This is an optimization exercise on Yosys and OpenROAD, whose aim is small area, a short achievable clock period and few clock cycles, not a production implementation. In this exercise RTL edits were held to simulation tests only and were not proved equivalent to the original.

==> inputs of try-garnet <==
Design rtc_fields_to_epoch_seconds_unit, start of the top module:
module rtc_fields_to_epoch_seconds_unit (
  input  logic      clk,
  input  logic      rst,
  input  logic      start,
  output logic      busy,
  input  rfes_pkg::rfes_in_t  fields,
  output logic      done,
  output rfes_pkg::rfes_out_t result,
  input  logic      cfg_write,
  input  logic      cfg_index,
  input  logic      cfg_data
);
  logic        bcd_mode;
  logic        twelve_hour_mode;
  always_ff @(posedge clk) begin
    if (rst) begin
      bcd_mode         <= 1'b1;
      twelve_hour_mode <= 1'b0;
    end else if (cfg_write) begin
      case (cfg_index)
        rfes_pkg::CFG_BCD_MODE:  bcd_mode         <= cfg_data;
        rfes_pkg::CFG_TWELVE_HR: twelve_hour_mode <= cfg_data;
        default:       bcd_mode         <= bcd_mode;
      endcase
    end
  end
  assign busy = 1'b0;
  logic [5:0]  sec6;
  logic [5:0]  min6;
  logic [4:0]  hv5;
  logic [4:0]  day5;
  logic [6:0]  yr7;
  logic [3:0]  mon4;
  logic [3:0]  h4;
  logic [4:0]  hr5;
  logic        leap;
  logic [3:0]  ml;
  logic [1:0]  fields_r;
  logic        err_sec, err_min, err_hr, err_day, err_mon, err_yr, err_all;
  logic t0;
  logic t1;
  logic t2;
  logic t3;
  logic t4;
  logic t5;
  logic t6;
  logic t7;
  logic t8;
  logic t9;
  logic t10;
  logic t11;
  logic t12;
  logic t13;
  logic t14;
  logic t15;
  logic t16;
  logic t17;
  logic t18;
  logic t19;
  logic t20;
  logic t21;
  logic t22;
  logic t23;
  logic t24;
  logic t25;
  logic t26;
  logic t27;
  logic t28;
  logic t29;
  logic t30;
  logic t31;
  logic t32;
  logic t33;
  logic t34;
  logic t35;
  logic t36;
  logic t37;
  logic t38;
  logic t39;
  logic t40;
  logic t41;
  logic t42;
  logic t43;
  logic t44;
  logic t45;
  logic t46;
  logic t47;
  logic t48;
  logic t49;
  logic t50;
  logic t51;
  logic t52;
  logic t53;
  logic t54;
  logic t55;
  logic t56;
  ...
clock: 8.0 ns
lec_check: 0
cap_margin: 20
core_margin: 2
core_utilization: 40
cts_buf_list: sky130_fd_sc_hd__clkbuf_8
setup_slack_margin: 4.2
slew_margin: 20
standard.sh (not shown) runs the stock make flow with config.mk's settings and CLKGATE_MAP_FILE= SYNTH_SCRIPT=/design/flow/synth_recipe.tcl, a recipe that flattens the netlist after the stock synthesis.
==> flow/flow/run.sh <==
#!/bin/bash
# Standard layout, with the port buffers made of the smallest buffer cell and
# Yosys's generic fine-grained ABC pass skipped, so that the adders written as
# gates reach full-adder extraction as written.
set -euo pipefail
bash standard.sh SYNTH_ARGS=-noabc BUFFER_PORTS_ARGS="-buffer_cell sky130_fd_sc_hd__buf_1" finish > standard_flow.log 2>&1
==> try-cedar: changes against try-garnet <==
--- a/flow/config.mk
+++ b/flow/config.mk
@@ -10,4 +10,4 @@
 export CORE_UTILIZATION = 40
 export CTS_BUF_LIST = sky130_fd_sc_hd__clkbuf_8
-export SETUP_SLACK_MARGIN = 4.2
+export SETUP_SLACK_MARGIN = 4.5
 export SLEW_MARGIN = 20
==> impl_metrics.env <==
export IMPL_pre_cts_ws_ns=4.236
export IMPL_syn_to_final_growth_pct=13.41
export IMPL_final_nonclk_buf_share_pct=5.494
export IMPL_status="complete, no violations"
export IMPL_powerDensity_nw_per_um2=491.3
export IMPL_path_cells="ha_4 > o211ai_1 > nand2_2 > a311oi_4 > buf_6 > nor3_4 > or2_1 > a22o_1 > buf_2"
export IMPL_avgViaCountPerCell=5.013
export IMPL_p_seq_share_pct=21.1
export IMPL_met3_length_um=551
export IMPL_n_fill_cell=1574
(the above is from try-cedar)
==> impl_metrics.env <==
export IMPL_status="complete, no violations"
export IMPL_powerDensity_nw_per_um2=451.9
export IMPL_met3_length_um=562
export IMPL_avgViaCountPerCell=4.986
export IMPL_final_nonclk_buf_share_pct=5.048
export IMPL_path_cells="ha_4 > o211ai_1 > nand2_2 > a311oi_4 > buf_6 > nor3_2 > or2_1 > xor2_1 > buf_2"
export IMPL_p_switching_w=0.001430
export IMPL_p_seq_share_pct=23.5
export IMPL_n_fill_cell=1598
export IMPL_syn_to_final_growth_pct=10.30
(the above is from try-garnet)
Testbench counts of try-garnet, summed over its fixed seeds: cycles 2,112.
Testbench counts of try-cedar, summed over its fixed seeds: cycles 2,112.

re-timing with driven ports:
In the flow no input, the clock included, has a driving cell. The finished layouts below were timed again as built, in two steps.
Step 1 assumes that a clkbuf_16 drives the clock port and a buf_2 every other input.
Step 2 adds t to the input delays and takes it off the output delays; t is the mean of the earliest and latest rising clock arrival at the registers after step 1. Input paths then give back, and output paths get back, about the clock's delay inside the block.
Three values: no drivers, after step 1, after step 2; two values: the first two.
| run | t (ns) | setup slack, ns | slew at the worst register clock pin (ns) |
|---|---|---|---|
| try-garnet | 0.413 | 4.217 / 4.182 / 4.229 | 0.10 / 0.10 |
| try-cedar | 0.416 | 4.210 / 4.171 / 4.248 | 0.10 / 0.10 |
After both steps setup and hold are still met in every run listed.
